What follows belongs to an exercise in optimizing a design on an open flow for small area; a production flow would make more cautious choices.
In this exercise RTL edits were held to simulation tests only and were not proved equivalent to the original.
Power is estimated from default activity; no workload was simulated.

P:
## shooter_top
module shooter_top #(
  parameter int TICK_DIV   = 64,
  parameter int FIFO_DEPTH = 16
) (
  input  logic        CLOCK_50,
  input  logic        rst_n,
  input  logic        btn_left,
  input  logic        btn_right,
  input  logic        btn_up,
  input  logic        btn_down,
  input  logic        fire,
  input  logic        restart,
  input  logic        plot_ready,
  output logic        plot_valid,
  output logic [7:0]  plot_x,
  output logic [6:0]  plot_y,
  output logic [2:0]  plot_color,
  output logic [2:0]  game_state
);
Size: roughly 110 flip-flops, ~31 I/O pins.
clock: 10.0 ns
lec_check: 0
abc_area: 1
cap_margin: 20
core_margin: 2
core_utilization: 60
place_density: 0.7
slew_margin: 20
standard.sh (not shown) runs the stock make flow with config.mk's settings and CLKGATE_MAP_FILE= SYNTH_SCRIPT=/design/flow/synth_recipe.tcl, a recipe that flattens the netlist after the stock synthesis.
==> flow/flow/run.sh <==
#!/bin/bash
# Standard layout with four changes:
#  - synthesis maps with an area-oriented ABC script (flow/abc_area.script, used
#    through ABC_AREA=1 from a copy of the ORFS scripts folder; all other scripts
#    are ORFS's own);
#  - adders are left to ABC instead of being mapped to half/full adder cells
#    beforehand (ADDER_MAP_FILE empty);
#  - the smallest buffer on each port;
#  - clock tree synthesis without dummy loads.
# Registers are mapped before ABC runs, so they are those of the standard synthesis.
set -euo pipefail
here=$(pwd)
rm -rf "$here/orfs_scripts"
cp -r "$FLOW_HOME/scripts" "$here/orfs_scripts"
cp "$here/flow/abc_area.script" "$here/orfs_scripts/abc_area.script"
export SCRIPTS_DIR="$here/orfs_scripts"
export ADDER_MAP_FILE=
export BUFFER_PORTS_ARGS="-inputs -outputs -buffer_cell sky130_fd_sc_hd__buf_1"
export CTS_ARGS="-sink_clustering_enable -repair_clock_nets -buf_list sky130_fd_sc_hd__clkbuf_8 -dont_use_dummy_load"
bash standard.sh > standard_flow.log 2>&1
==> flow/flow/abc_area.script <==
strash
&get -n
&st
&deepsyn -J 20
&st
&dc2
&syn2
&dch -f
&nf -a -R 1000
&st
&dc2
&syn2
&dch -f
&nf -a -R 1000
&st
&dc2
&syn2
&dch -f
&nf -a -R 1000
&st
&deepsyn -J 20
&put
dch -f
amap
topo
Input changes introduced in Q (baseline for comparison: P):
--- a/flow/flow/run.sh
+++ b/flow/flow/run.sh
@@ -2 +2 @@
-# Standard layout with four changes:
+# Standard layout with three changes:
@@ -6,2 +5,0 @@
-#  - adders are left to ABC instead of being mapped to half/full adder cells
-#    beforehand (ADDER_MAP_FILE empty);
@@ -10 +7,0 @@
-# Registers are mapped before ABC runs, so they are those of the standard synthesis.
@@ -17 +13,0 @@
-export ADDER_MAP_FILE=
==> flow/flow/abc_area.script <==
strash
&get -n
&st
&syn2
&dch -f
&nf -a -R 1000
&put
topo
## What came out
- P leaves more setup margin than Q.
- Q against P: largest fanout on the critical path decreased 2; synthesized area increased 19%.

* * *

## red
Starting RTL as in the previous note.
clock: 10.0 ns
lec_check: 0
cap_margin: 20
core_margin: 2
core_utilization: 60
cts_buf_list: sky130_fd_sc_hd__clkbuf_4 sky130_fd_sc_hd__clkbuf_8
place_density: 0.7
slew_margin: 20
==> flow/flow/run.sh <==
#!/bin/bash
# Standard layout, with clock tree synthesis told not to add dummy loads.
set -euo pipefail
export CTS_ARGS="-sink_clustering_enable -repair_clock_nets -buf_list sky130_fd_sc_hd__clkbuf_8 -dont_use_dummy_load"
bash standard.sh > standard_flow.log 2>&1
Inputs modified between red and blue:
# red
export LEC_CHECK = 0
export CAP_MARGIN = 20
export CORE_MARGIN = 2
export CORE_UTILIZATION = 60
export CTS_BUF_LIST = sky130_fd_sc_hd__clkbuf_4 sky130_fd_sc_hd__clkbuf_8
export PLACE_DENSITY = 0.7
export SLEW_MARGIN = 20
create_clock -name core_clock -period 10.0 [get_ports {CLOCK_50}]
# blue
export LEC_CHECK = 0
export ABC_AREA = 1
export CAP_MARGIN = 20
export CORE_MARGIN = 2
export CORE_UTILIZATION = 60
export PLACE_DENSITY = 0.7
export SLEW_MARGIN = 20
create_clock -name core_clock -period 10.0 [get_ports {CLOCK_50}]
==> flow/flow/run.sh <==
#!/bin/bash
# Standard layout with four changes:
#  - synthesis maps with an area-oriented ABC script (flow/abc_area.script, used
#    through ABC_AREA=1 from a copy of the ORFS scripts folder; all other scripts
#    are ORFS's own);
#  - adders are left to ABC instead of being mapped to half/full adder cells
#    beforehand (ADDER_MAP_FILE empty);
#  - the smallest buffer on each port;
#  - clock tree synthesis without dummy loads.
# Registers are mapped before ABC runs, so they are those of the standard synthesis.
set -euo pipefail
here=$(pwd)
rm -rf "$here/orfs_scripts"
cp -r "$FLOW_HOME/scripts" "$here/orfs_scripts"
cp "$here/flow/abc_area.script" "$here/orfs_scripts/abc_area.script"
export SCRIPTS_DIR="$here/orfs_scripts"
export ADDER_MAP_FILE=
export BUFFER_PORTS_ARGS="-inputs -outputs -buffer_cell sky130_fd_sc_hd__buf_1"
export CTS_ARGS="-sink_clustering_enable -repair_clock_nets -buf_list sky130_fd_sc_hd__clkbuf_8 -dont_use_dummy_load"
bash standard.sh > standard_flow.log 2>&1
==> flow/flow/abc_area.script (new file) <==
strash
&get -n
&st
&deepsyn -J 20
&st
&dc2
&syn2
&dch -f
&nf -a -R 1000
&st
&dc2
&syn2
&dch -f
&nf -a -R 1000
&st
&dc2
&syn2
&dch -f
&nf -a -R 1000
&put
topo
==> comparison <==
Compared with red, in blue cell area after layout saw a decrease; via count of the first global-routing pass saw a decrease; clock network power share saw an increase; synthesized instance count saw a decrease; area of the die saw a decrease. input pin to register as the critical path start-end classification was reported by blue, and register to register by red.
--- input diff blue..green ---
# blue
export LEC_CHECK = 0
export ABC_AREA = 1
export CAP_MARGIN = 20
export CORE_MARGIN = 2
export CORE_UTILIZATION = 60
export PLACE_DENSITY = 0.7
export SLEW_MARGIN = 20
create_clock -name core_clock -period 10.0 [get_ports {CLOCK_50}]
# green
export LEC_CHECK = 0
export CAP_MARGIN = 20
export CORE_MARGIN = 2
export CORE_UTILIZATION = 60
export CTS_BUF_LIST = sky130_fd_sc_hd__clkbuf_4 sky130_fd_sc_hd__clkbuf_8
export PLACE_DENSITY = 0.7
export SLEW_MARGIN = 20
create_clock -name core_clock -period 10.0 [get_ports {CLOCK_50}]
==> flow/flow/run.sh <==
#!/bin/bash
# Standard layout, with clock tree synthesis told not to add dummy loads and to
# cluster at most 10 flip-flops per leaf buffer.
set -euo pipefail
export CTS_ARGS="-sink_clustering_enable -repair_clock_nets -buf_list sky130_fd_sc_hd__clkbuf_8 -sink_clustering_size 10 -sink_clustering_max_diameter 60 -dont_use_dummy_load"
bash standard.sh > standard_flow.log 2>&1
removed: flow/flow/abc_area.script
==> comparison <==
In green relative to blue, largest vdd supply drop had gone up by more than half.
Between green and blue, the total power after layout is higher for green.
Min worst reg2reg path depth across green and blue: blue
On critical path depth: green sits above blue.
Compared with blue, the detailed router inserted more vias in green.
green gives more total length of routed wires than blue did.
### green -> orange
# green
export LEC_CHECK = 0
export CAP_MARGIN = 20
export CORE_MARGIN = 2
export CORE_UTILIZATION = 60
export CTS_BUF_LIST = sky130_fd_sc_hd__clkbuf_4 sky130_fd_sc_hd__clkbuf_8
export PLACE_DENSITY = 0.7
export SLEW_MARGIN = 20
create_clock -name core_clock -period 10.0 [get_ports {CLOCK_50}]
# orange
export LEC_CHECK = 0
export ABC_AREA = 1
export CAP_MARGIN = 20
export CORE_MARGIN = 2
export CORE_UTILIZATION = 60
export PLACE_DENSITY = 0.7
export SLEW_MARGIN = 20
create_clock -name core_clock -period 10.0 [get_ports {CLOCK_50}]
==> flow/flow/run.sh <==
#!/bin/bash
# Standard layout with four changes:
#  - synthesis maps with an area-oriented ABC script (flow/abc_area.script, used
#    through ABC_AREA=1 from a copy of the ORFS scripts folder; all other scripts
#    are ORFS's own);
#  - adders are left to ABC instead of being mapped to half/full adder cells
#    beforehand (ADDER_MAP_FILE empty);
#  - the smallest buffer on each port;
#  - clock tree synthesis without dummy loads.
# Registers are mapped before ABC runs, so they are those of the standard synthesis.
set -euo pipefail
here=$(pwd)
rm -rf "$here/orfs_scripts"
cp -r "$FLOW_HOME/scripts" "$here/orfs_scripts"
cp "$here/flow/abc_area.script" "$here/orfs_scripts/abc_area.script"
export SCRIPTS_DIR="$here/orfs_scripts"
export ADDER_MAP_FILE=
export BUFFER_PORTS_ARGS="-inputs -outputs -buffer_cell sky130_fd_sc_hd__buf_1"
export CTS_ARGS="-sink_clustering_enable -repair_clock_nets -buf_list sky130_fd_sc_hd__clkbuf_8 -dont_use_dummy_load"
bash standard.sh > standard_flow.log 2>&1
==> flow/flow/abc_area.script (new file) <==
strash
&get -n
&st
&dc2
&syn2
&dch -f
&nf -a -R 1000
&st
&dc2
&syn2
&dch -f
&nf -a -R 1000
&st
&dc2
&syn2
&dch -f
&nf -a -R 1000
&put
topo
Results
orange vs green, commonest non-fill, non-tap cell in the layout: sky130_fd_sc_hd__nor2_1 vs sky130_fd_sc_hd__nand2_1
NOTE critical path depth green->orange decreased by more than a quarter
| final design area excluding fillers | orange vs green | about 18% lower |
On insertion delay of the later-clocked pin in the worst-skew pair: orange sits below green.
[inputs] purple vs orange
==> flow/flow/abc_area.script <==
strash
&get -n
&st
&syn2
&dch -f
&nf -a -R 1000
&st
&syn2
&dch -f
&nf -a -R 1000
&put
topo
## What came out
purple vs. orange: via count of the first global-routing pass went up by 448.
Cmp purple vs orange: combinational power higher in purple
From orange to purple the numbers moved as follows: XOR/XNOR share of the synthesized area did not really move, data required time of the worst path increased 0.13 ns.
Combinational power share, orange and purple, higher one = purple.

-- re-timing with driven ports --
The results above use ideal ports. As a check the final layouts listed here were re-extracted and re-timed, cells and wires unchanged. Step 1 assumes that a clkbuf_16 drives the clock port and a buf_2 every other input. Step 2 times the ports against the registers' clock, not the clock port: input delays grow and output delays shrink by t, the midpoint of the rising clock arrivals with the driver on. Slacks: ideal ports / drivers / drivers and shift; pairs: ideal ports / drivers.
| run | t (ns) | slack for setup (ns) | worst register clock-pin slew, ns | cell pins on the clock port's net |
|---|---|---|---|---|
| P | 0.423 | 2.756 / 2.756 / 2.538 | 0.12 / 0.12 | 1 |
| Q | 0.418 | 1.170 / 1.170 / 1.170 | 0.11 / 0.11 | 1 |
| red | 0.421 | 1.174 / 1.174 / 1.174 | 0.12 / 0.12 | 1 |
| blue | 0.409 | 3.205 / 3.221 / 2.811 | 0.10 / 0.10 | 1 |
| green | 0.421 | 1.174 / 1.174 / 1.174 | 0.12 / 0.12 | 1 |
| orange | 0.412 | 2.703 / 2.703 / 2.703 | 0.10 / 0.10 | 1 |
| purple | 0.415 | 2.013 / 2.013 / 2.013 | 0.10 / 0.10 | 1 |
After both steps setup and hold are still met in every run listed. For blue, which loses most, drivers alone change the setup slack by +0.016 ns; drivers and shift together by -0.394 ns.
